Background: an optimization exercise with open tools, aiming at small area, a short achievable clock period and few clock cycles. Do not read the settings as production practice. At most, simulation tests tie the RTL to the original design; equivalence was not proved. Power is estimated from default activity; no workload was simulated.

Setup of run a:
==> flow/design.v <==
package wpp_pkg;
    localparam int MAX_WORD_LEN_DEF  = 8;
    localparam int MAX_DOC_CHARS_DEF = 65536;
    localparam int CH_W      = 8;
    localparam int CFG_W     = 64;
    localparam int CFG_IDX_W = 2;
    localparam int LEN_CFG_W = 4;
    localparam int DIST_W    = 18;
    localparam int QUEUE_DEPTH = 2;
    typedef enum logic [CFG_IDX_W-1:0] {
        CFG_FIRST_WORD,
        CFG_FIRST_LEN,
        CFG_SECOND_WORD,
        CFG_SECOND_LEN
    } t_cfg_idx;
    localparam logic [CH_W-1:0] CH_SPACE   = 8'h20;
    localparam logic [CH_W-1:0] CH_PERIOD  = 8'h2E;
    localparam logic [CH_W-1:0] CH_COMMA   = 8'h2C;
    localparam logic [CH_W-1:0] CH_LOWER_A = 8'h61;
    localparam logic [CH_W-1:0] CH_LOWER_Z = 8'h7A;
    localparam logic [CH_W-1:0] CASE_STEP  = 8'h20;
    typedef struct packed {
        logic close_a;        
        logic hit_a_first;
        logic hit_a_second;
        logic last;           
        logic hit_b_first;
        logic hit_b_second;
    } t_close_ctl;
    function automatic logic [CH_W-1:0] fold_case(input logic [CH_W-1:0] c);
        fold_case = (c >= CH_LOWER_A && c <= CH_LOWER_Z) ? c - CASE_STEP : c;
    endfunction
    function automatic logic is_delim(input logic [CH_W-1:0] c);
        is_delim = (c == CH_SPACE) || (c == CH_PERIOD) || (c == CH_COMMA);
    endfunction
endpackage
module wpp_front (
    input  logic [wpp_pkg::CH_W-1:0] i_ch,
    input  logic [wpp_pkg::CH_W-1:0] i_tgt,
    output logic                     o_eq
);
    logic t_letter;
    assign t_letter = (i_tgt[7:5] == 3'b010 || i_tgt[7:5] == 3'b011) &&
                      (i_tgt[4:0] != 5'd0) && (i_tgt[4:0] <= 5'd26);
    assign o_eq = (i_ch[7:6] == i_tgt[7:6]) && (i_ch[4:0] == i_tgt[4:0]) &&
                  ((i_ch[5] == i_tgt[5]) || t_letter);
endmodule
module wpp_back (
    input  logic        i_m1,        
    input  logic        i_m2,        
    input  logic [3:0]  i_len,       
    input  logic [3:0]  i_l1,        
    input  logic [3:0]  i_l2,        
    input  logic [17:0] i_mid,       
    input  logic        i_any,       
    input  logic        i_last_t,    
    input  logic [17:0] i_last_mid,  
    input  logic        i_found,     
    input  logic [17:0] i_best,      
    output logic        o_hit,       
    output logic        o_hit_t,     
    output logic        o_found,
    output logic [17:0] o_best
);
    logic        hit1, hit2, cand_v, take;
    logic [17:0] cand;
    assign hit1    = i_m1 && (i_len == i_l1);
    assign hit2    = !hit1 && i_m2 && (i_len == i_l2);
    assign o_hit   = hit1 || hit2;
    assign o_hit_t = hit2;
    assign cand_v  = o_hit && i_any && (i_last_t != hit2);
    logic [19:0] csa_a, csa_b, csa_c, csa_s, csa_k, csa_w;
    assign csa_a = {2'b00, i_last_mid};
    assign csa_b = {2'b00, i_best};
    assign csa_c = ~{2'b00, i_mid};
    assign csa_s = csa_a ^ csa_b ^ csa_c;
    assign csa_k = (csa_a & csa_b) | (csa_a & csa_c) | (csa_b & csa_c);
    assign csa_w = csa_s + {csa_k[18:0], 1'b1};
    assign cand  = i_mid - i_last_mid;
    assign take    = cand_v && (!i_found || !csa_w[19]);
    assign o_best  = take ? cand : i_best;
    assign o_found = i_found || cand_v;
endmodule
module word_pair_proximity_scanner (
    input  logic                          i_clk,
    input  logic                          i_rst_n,
    input  logic                          i_valid,
    output logic                          o_stall,
    input  logic [wpp_pkg::CH_W-1:0]      i_ch,
    input  logic                          i_is_final,
    output logic                          o_valid,
    input  logic                          i_stall,
    output logic                          o_found,
    output logic [wpp_pkg::DIST_W-1:0]    o_distance_x2,
    input  logic                          i_cfg_wr_en,
    input  logic [wpp_pkg::CFG_IDX_W-1:0] i_cfg_index,
    input  logic [wpp_pkg::CFG_W-1:0]     i_cfg_data
);
    localparam int PW = 17;   
    localparam int MW = 18;   
    logic [63:0] r_w1, r_w2;
    logic [3:0]  r_l1, r_l2;
    logic [PW-1:0] r_pos;     
    logic [MW-1:0] r_mid;     
    logic [3:0]    r_len;     
    logic          r_m1, r_m2;
    logic          r_fin;     
    logic          r_any;     
    logic          r_last_t;  
    logic [MW-1:0] r_last_mid;
    logic          r_found;   
    logic [MW-1:0] r_best;    
    logic          r_out_valid;
    logic [63:0] cfg_d;
    logic [3:0]  cfg_len_d;
    logic [3:0]  cfg_en;
    assign cfg_d     = i_cfg_data & {64{i_rst_n}};
    assign cfg_len_d = i_rst_n ? i_cfg_data[3:0] : 4'd1;
    always_comb begin
        for (int k = 0; k < 4; k++)
            cfg_en[k] = !i_rst_n || (i_cfg_wr_en && i_cfg_index == 2'(k));
    end
    always_ff @(posedge i_clk) begin
        if (cfg_en[0]) r_w1 <= cfg_d;
        if (cfg_en[1]) r_l1 <= cfg_len_d;
        if (cfg_en[2]) r_w2 <= cfg_d;
        if (cfg_en[3]) r_l2 <= cfg_len_d;
    end
    logic accept, close_out, cand_now;
    assign o_stall   = r_out_valid && (r_fin || cand_now);
    assign accept    = i_valid && !o_stall;
    assign close_out = r_fin && !r_out_valid;
    logic [3:0]    len_e;
    logic          m1_e, m2_e;
    logic          delim, eq1, eq2, short;
    logic [7:0]    tb1, tb2;
    logic [PW-1:0] pos_n;
    logic [MW-1:0] mid_nd;
    logic [3:0]    len_nd;
    assign len_e  = r_fin ? 4'd0 : r_len;
    assign m1_e   = r_fin || r_m1;
    assign m2_e   = r_fin || r_m2;
    assign delim  = wpp_pkg::is_delim(i_ch);
    assign tb1    = r_w1[{len_e[2:0], 3'b000} +: 8];
    assign tb2    = r_w2[{len_e[2:0], 3'b000} +: 8];
    wpp_front u_eq1 (.i_ch(i_ch), .i_tgt(tb1), .o_eq(eq1));
    wpp_front u_eq2 (.i_ch(i_ch), .i_tgt(tb2), .o_eq(eq2));
    assign short  = (len_e < 4'd8);
    assign len_nd = (len_e < 4'd9) ? len_e + 4'd1 : len_e;
    assign pos_n  = r_fin ? PW'(1) : (r_pos[PW-1] ? r_pos : r_pos + PW'(1));
    assign mid_nd = r_fin ? MW'(1) :
                    (r_len < 4'd9 && !r_mid[MW-1]) ? r_mid + MW'(1) : r_mid;
    logic          hit, hit_t, found_c;
    logic [MW-1:0] best_c;
    logic          hit_e1, hit_e2;
    wpp_back u_close (
        .i_m1(r_m1), .i_m2(r_m2), .i_len(r_len), .i_l1(r_l1), .i_l2(r_l2), .i_mid(r_mid),
        .i_any(r_any), .i_last_t(r_last_t), .i_last_mid(r_last_mid),
        .i_found(r_found), .i_best(r_best),
        .o_hit(hit), .o_hit_t(hit_t), .o_found(found_c), .o_best(best_c)
    );
    assign cand_now = hit && r_any && (r_last_t != hit_t);
    assign hit_e1 = (r_l1 == 4'd0);
    assign hit_e2 = !hit_e1 && (r_l2 == 4'd0);
    always_ff @(posedge i_clk) begin
        if (!i_rst_n) begin
            r_pos <= '0;
            r_mid <= '0;
            r_len <= '0;
            r_m1  <= 1'b1;
            r_m2  <= 1'b1;
            r_fin <= 1'b0;
        end else if (accept) begin
            r_pos <= pos_n;
            r_fin <= i_is_final;
            if (delim) begin
                r_mid <= {pos_n, 1'b0};
                r_len <= '0;
                r_m1  <= 1'b1;
                r_m2  <= 1'b1;
            end else begin
                r_mid <= mid_nd;
                r_len <= len_nd;
                r_m1  <= m1_e && short && eq1;
                r_m2  <= m2_e && short && eq2;
            end
        end else if (close_out) begin
            r_pos <= '0;
            r_mid <= '0;
            r_len <= '0;
            r_m1  <= 1'b1;
            r_m2  <= 1'b1;
            r_fin <= 1'b0;
        end
    end
    always_ff @(posedge i_clk) begin
        if (!i_rst_n) begin
            r_any      <= 1'b0;
            r_last_t   <= 1'b0;
            r_last_mid <= '0;
            r_found    <= 1'b0;
            r_best     <= '0;
        end else begin
            if (close_out) begin
                r_any      <= accept && delim && (hit_e1 || hit_e2);
                r_last_t   <= hit_e2;
                r_last_mid <= '0;
            end else if (accept && delim && hit) begin
                r_any      <= 1'b1;
                r_last_t   <= hit_t;
                r_last_mid <= r_mid;
            end
            if (close_out || (accept && delim && !r_out_valid)) begin
                r_found <= found_c;
                r_best  <= best_c;
            end else if (r_out_valid && !i_stall) begin
                r_found <= 1'b0;
                r_best  <= '0;
            end
        end
    end
    always_ff @(posedge i_clk) begin
        if (!i_rst_n) begin
            r_out_valid <= 1'b0;
        end else if (close_out) begin
            r_out_valid <= 1'b1;
        end else if (!i_stall) begin
            r_out_valid <= 1'b0;
        end
    end
    assign o_valid       = r_out_valid;
    assign o_found       = r_found;
    assign o_distance_x2 = r_best;
endmodule
clock: 11.0 ns
lec_check: 0
cap_margin: 20
core_margin: 2
core_utilization: 60
cts_buf_list: sky130_fd_sc_hd__clkbuf_4
slew_margin: 20
run.sh (not shown) runs the stock make flow with config.mk's settings and CLKGATE_MAP_FILE= SYNTH_SCRIPT=/design/flow/synth_recipe.tcl, a recipe that flattens the netlist after the stock synthesis.
#### Input delta (run b over run a)
Settings: changing CORE_UTILIZATION from 60 to 40; removing CTS_BUF_LIST (formerly sky130_fd_sc_hd__clkbuf_4).
==> comparison <==
Comparing run a and run b, the lower clock insertion delay at the later pin of the skew report is on run b.
Of run b and run a, it is run b that has the higher wire length on met2.
Run a has a lower hold slack than run b.
Looking at maximum clock rate, run b sits above run a.
Against run a, wire length in run b rose by a few percent.
The total non-filler cell area in the finished layout reported for run b is greater than that of run a by 1.9%.
The run with more setup slack is run b; run a has less.
Taking run a as the reference, in run b routed wire length per instance went down, relative slew slack shows an increase of 8.2 points, sequential share of layout area went down by 0.77 points.
Function was not checked in any run of this note: the RTL went through the layout flow alone.

* * *

rev 12:
Another version of the RTL of word_pair_proximity_scanner (not shown whole).
For scale: roughly 220 flip-flops, about 12000 um^2 of cells after synthesis.
export LEC_CHECK = 0
export CAP_MARGIN = 20
export CORE_MARGIN = 2
export CORE_UTILIZATION = 40
export SLEW_MARGIN = 20
create_clock -name core_clock -period 11.0 [get_ports {i_clk}]
Rev 12 | status: complete | timing, DRC, antenna: pass
Input changes introduced in rev 13 (baseline for comparison: rev 12):
==> flow/flow/run.sh (new file) <==
#!/bin/bash
# The standard layout, with plain buffers (buf_2) on the ports instead of the
# default port buffer cell; ORFS's own logs stay under orfs/logs
set -euo pipefail
export BUFFER_PORTS_ARGS="-buffer_cell sky130_fd_sc_hd__buf_2"
bash standard.sh > standard_make.log 2>&1
==> flow/standard.sh (new file) <==
#!/bin/bash
# synth_recipe.tcl (not shown) runs the flow's synth.tcl, then flattens the netlist and writes it again
# the make line also repeats each setting of config.mk as NAME=value (left out here)
make -C /OpenROAD-flow-scripts/flow DESIGN_CONFIG=/design/flow/config.mk WORK_HOME=/design/flow/orfs CLKGATE_MAP_FILE= SYNTH_SCRIPT=/design/flow/synth_recipe.tcl "${@:-finish}"
removed: flow/run.sh
Maximum frequency (lower): rev 12. From rev 12 to rev 13 the numbers moved as follows: sequential share of layout area went up by 1.6 points; final worst hold slack went down by 0.0057 ns. Measured against each other, rev 13 and rev 12 differ in final critical path time including I/O delays and setup, the lower figure coming from rev 13. Re area growth from synthesis to final layout: rev 13 and rev 12 aren't equal, and the lower value belongs to rev 13. [rev 13] tightest slew margin relative to the limit fell 1.3 points relative to rev 12.
No functional check of the RTL was part of any run of this note.

* * *

Another version of the RTL of word_pair_proximity_scanner (not shown whole).
Size in the first run: ~230 flip-flops, ~100 I/O pins.
clock: 11.0 ns
lec_check: 0
cap_margin: 20
core_margin: 2
core_utilization: 40
slew_margin: 20
Stock flow here: none of the scripts above is used.
The starting point went through all stages and came out clean.
Then changed:
==> flow/flow/run.sh (new file) <==
#!/bin/bash
# The standard layout, with plain buffers (buf_2) on the ports instead of the
# default port buffer cell; ORFS's own logs stay under orfs/logs
set -euo pipefail
export BUFFER_PORTS_ARGS="-buffer_cell sky130_fd_sc_hd__buf_2"
bash standard.sh > standard_make.log 2>&1
==> flow/standard.sh (new file) <==
#!/bin/bash
# synth_recipe.tcl (not shown) runs the flow's synth.tcl, then flattens the netlist and writes it again
# the make line also repeats each setting of config.mk as NAME=value (left out here)
make -C /OpenROAD-flow-scripts/flow DESIGN_CONFIG=/design/flow/config.mk WORK_HOME=/design/flow/orfs CLKGATE_MAP_FILE= SYNTH_SCRIPT=/design/flow/synth_recipe.tcl "${@:-finish}"
removed: flow/run.sh
Setup slack improves by 0.31 ns. Global-route usage hardly moves. Via count increases by about 0.57%. Non-clock buffer count went down by 1. Flip-flop and latch count is unchanged. Wire length goes up by 0.52%. Power is lower by 3.0%.
Function was not checked in any run of this note: the RTL went through the layout flow alone.

* * *

wip/tundra:
Another version of the RTL of word_pair_proximity_scanner (not shown whole).
Size: roughly 1100 cells after synthesis, ~100 I/O pins, ~12000 um2 of cells after synthesis.
Design word_pair_proximity_scanner, start of the top module:
module word_pair_proximity_scanner (
    input  logic                          i_clk,
    input  logic                          i_rst_n,
    input  logic                          i_valid,
    output logic                          o_stall,
    input  logic [wpp_pkg::CH_W-1:0]      i_ch,
    input  logic                          i_is_final,
    output logic                          o_valid,
    input  logic                          i_stall,
    output logic                          o_found,
    output logic [wpp_pkg::DIST_W-1:0]    o_distance_x2,
    input  logic                          i_cfg_wr_en,
    input  logic [wpp_pkg::CFG_IDX_W-1:0] i_cfg_index,
    input  logic [wpp_pkg::CFG_W-1:0]     i_cfg_data
);
==> flow/config.mk <==
export PLATFORM = sky130hd
export DESIGN_NAME = word_pair_proximity_scanner
export DESIGN_NICKNAME = word_pair_proximity_scanner
export VERILOG_FILES = /design/flow/design.v
export SDC_FILE = /design/flow/constraint.sdc
export NUM_CORES = 4
export LEC_CHECK = 0
export CAP_MARGIN = 20
export CORE_MARGIN = 2
export CORE_UTILIZATION = 40
export CTS_CLUSTER_DIAMETER = 100
export CTS_CLUSTER_SIZE = 27
export SLEW_MARGIN = 20
==> flow/constraint.sdc <==
create_clock -name core_clock -period 11.0 [get_ports {i_clk}]
set_input_delay 2.2000 -clock core_clock [delete_from_list [all_inputs] [get_ports {i_clk}]]
set_output_delay 2.2000 -clock core_clock [all_outputs]
set_load 0.01 [all_outputs]
standard.sh (not shown) runs the stock make flow with config.mk's settings and CLKGATE_MAP_FILE= SYNTH_SCRIPT=/design/flow/synth_recipe.tcl, a recipe that flattens the netlist after the stock synthesis.
==> flow/flow/run.sh <==
#!/bin/bash
# The standard layout, with plain buffers (buf_2) on the ports instead of the default
# port buffer cell, and timing repair asked to leave 7.5 ns of setup slack
# ORFS's own logs stay under orfs/logs; make's output goes to standard_make.log
set -euo pipefail
export BUFFER_PORTS_ARGS="-buffer_cell sky130_fd_sc_hd__buf_2"
export SETUP_SLACK_MARGIN=7.5
bash standard.sh > standard_make.log 2>&1
wip/tundra: PASS, flow complete, no timing, DRC or antenna violations
Testbench counts of wip/tundra, summed over its fixed seeds: cycles 79,669.
For wip/onyx, these inputs were changed with respect to wip/tundra:
# wip/tundra
export LEC_CHECK = 0
export CAP_MARGIN = 20
export CORE_MARGIN = 2
export CORE_UTILIZATION = 40
export CTS_CLUSTER_DIAMETER = 100
export CTS_CLUSTER_SIZE = 27
export SLEW_MARGIN = 20
create_clock -name core_clock -period 11.0 [get_ports {i_clk}]
# wip/onyx
export LEC_CHECK = 0
export CAP_MARGIN = 20
export CORE_MARGIN = 2
export CORE_UTILIZATION = 40
export CTS_CLUSTER_DIAMETER = 120
export CTS_CLUSTER_SIZE = 24
export SLEW_MARGIN = 20
create_clock -name core_clock -period 11.0 [get_ports {i_clk}]
==> flow/flow/run.sh <==
#!/bin/bash
# The standard layout, with plain buffers (buf_1) on the ports instead of the default
# port buffer cell, and timing repair asked to leave 7.8 ns of setup slack
# ORFS's own logs stay under orfs/logs; make's output goes to standard_make.log
set -euo pipefail
export BUFFER_PORTS_ARGS="-buffer_cell sky130_fd_sc_hd__buf_1"
export SETUP_SLACK_MARGIN=7.8
bash standard.sh > standard_make.log 2>&1
- Diff wip/tundra..wip/onyx | placeable core region | negligible
- wip/onyx ended with more multi-input logic area than wip/tundra.
- Worst vdd rail ir drop, wip/onyx and wip/tundra, higher one = wip/tundra.
- wip/onyx vs wip/tundra: setup slack up
- Looking only at total met2 wirelength after detailed routing, and setting everything else aside, the higher value of wip/onyx and wip/tundra goes to wip/onyx.
- In the metrics for wip/onyx and wip/tundra, the one carrying the higher non-clock buffer count is wip/onyx.
- On pre-CTS setup slack, the lower figure sits with wip/onyx, not wip/tundra.
- More vias were needed by wip/onyx than by wip/tundra.
- Maximum clock frequency on wip/onyx is ahead of wip/tundra.
- Compared with wip/tundra, wip/onyx shows proportion of power drawn by the clock network lower by 0.6 points.
- wip/onyx completed every stage of the flow, and the final layout passed the timing, DRC and antenna checks.
For wip/pepper, these inputs were changed with respect to wip/onyx:
# wip/onyx
export LEC_CHECK = 0
export CAP_MARGIN = 20
export CORE_MARGIN = 2
export CORE_UTILIZATION = 40
export CTS_CLUSTER_DIAMETER = 120
export CTS_CLUSTER_SIZE = 24
export SLEW_MARGIN = 20
create_clock -name core_clock -period 11.0 [get_ports {i_clk}]
# wip/pepper
export LEC_CHECK = 0
export CAP_MARGIN = 20
export CORE_MARGIN = 2
export CORE_UTILIZATION = 40
export SLEW_MARGIN = 20
create_clock -name core_clock -period 11.0 [get_ports {i_clk}]
==> flow/flow/run.sh <==
#!/bin/bash
# The standard layout, with plain buffers (buf_2) on the ports instead of the
# default port buffer cell; ORFS's own logs stay under orfs/logs
set -euo pipefail
export BUFFER_PORTS_ARGS="-buffer_cell sky130_fd_sc_hd__buf_2"
bash standard.sh > standard_make.log 2>&1
--- outcome ---
Peak fanout along the critical path on wip/pepper is up relative to wip/onyx. Delta (wip/pepper minus wip/onyx): total power picked up an extra 22%, post-placement setup slack +0.40 ns, met3 usage now sits at about the same level.
Setup changes, wip/pepper to wip/maple
==> flow/flow/run.sh <==
#!/bin/bash
# The standard layout, with plain buffers (buf_2) on the ports instead of the default
# port buffer cell, and timing repair asked to leave 8.5 ns of setup slack
# ORFS's own logs stay under orfs/logs; make's output goes to standard_make.log
set -euo pipefail
export BUFFER_PORTS_ARGS="-buffer_cell sky130_fd_sc_hd__buf_2"
export SETUP_SLACK_MARGIN=8.5
bash standard.sh > standard_make.log 2>&1
Cmp wip/maple vs wip/pepper: post-route clock period utilization lower in wip/maple. Final-layout clock-cell area share: lower on wip/maple. Taking wip/pepper as the reference, in wip/maple register-to-register path setup slack went up; share of power burned in registers has decreased. From wip/pepper to wip/maple, number of core rows did not move at all.

## separate check: timing with driven ports
How much do the figures lean on ideal ports? The routed layouts below were timed once more, with nothing changed but the port constraints.
Step 1 sets driving cells, clkbuf_16 on the clock port and buf_2 on the other inputs (assumed; they add their load-dependent delay and slew).
Step 2 also shifts input and output timing later by t, the mid clock arrival at the registers, as if the neighbouring blocks saw the same clock.
a / b / c = ideal ports / drivers / drivers and shift; a / b = the first two.
run	t (ns)	slack for setup (ns)	worst setup path at the end
run a	0.717	5.585 / 5.539 / 5.292	input to register
run b	0.581	5.723 / 5.678 / 5.389	input to register
rev 12	0.565	6.134 / 6.146 / 5.581	input to register
rev 13	0.584	6.546 / 6.561 / 5.977	input to register
the first run of note 3	0.583	6.297 / 6.249 / 6.437	input to register
the second run of note 3	0.571	6.607 / 6.560 / 6.777	register to register
wip/tundra	0.532	7.667 / 7.618 / 7.252	input to register
wip/onyx	0.538	7.821 / 7.775 / 7.379	input to register
wip/pepper	0.583	7.444 / 7.444 / 7.079	input to register
wip/maple	0.597	7.798 / 7.745 / 7.632	input to register
After both steps every run listed still meets setup and hold. The setup slack of rev 13, which loses most, moves by +0.015 ns with the drivers and by -0.569 ns with both steps.
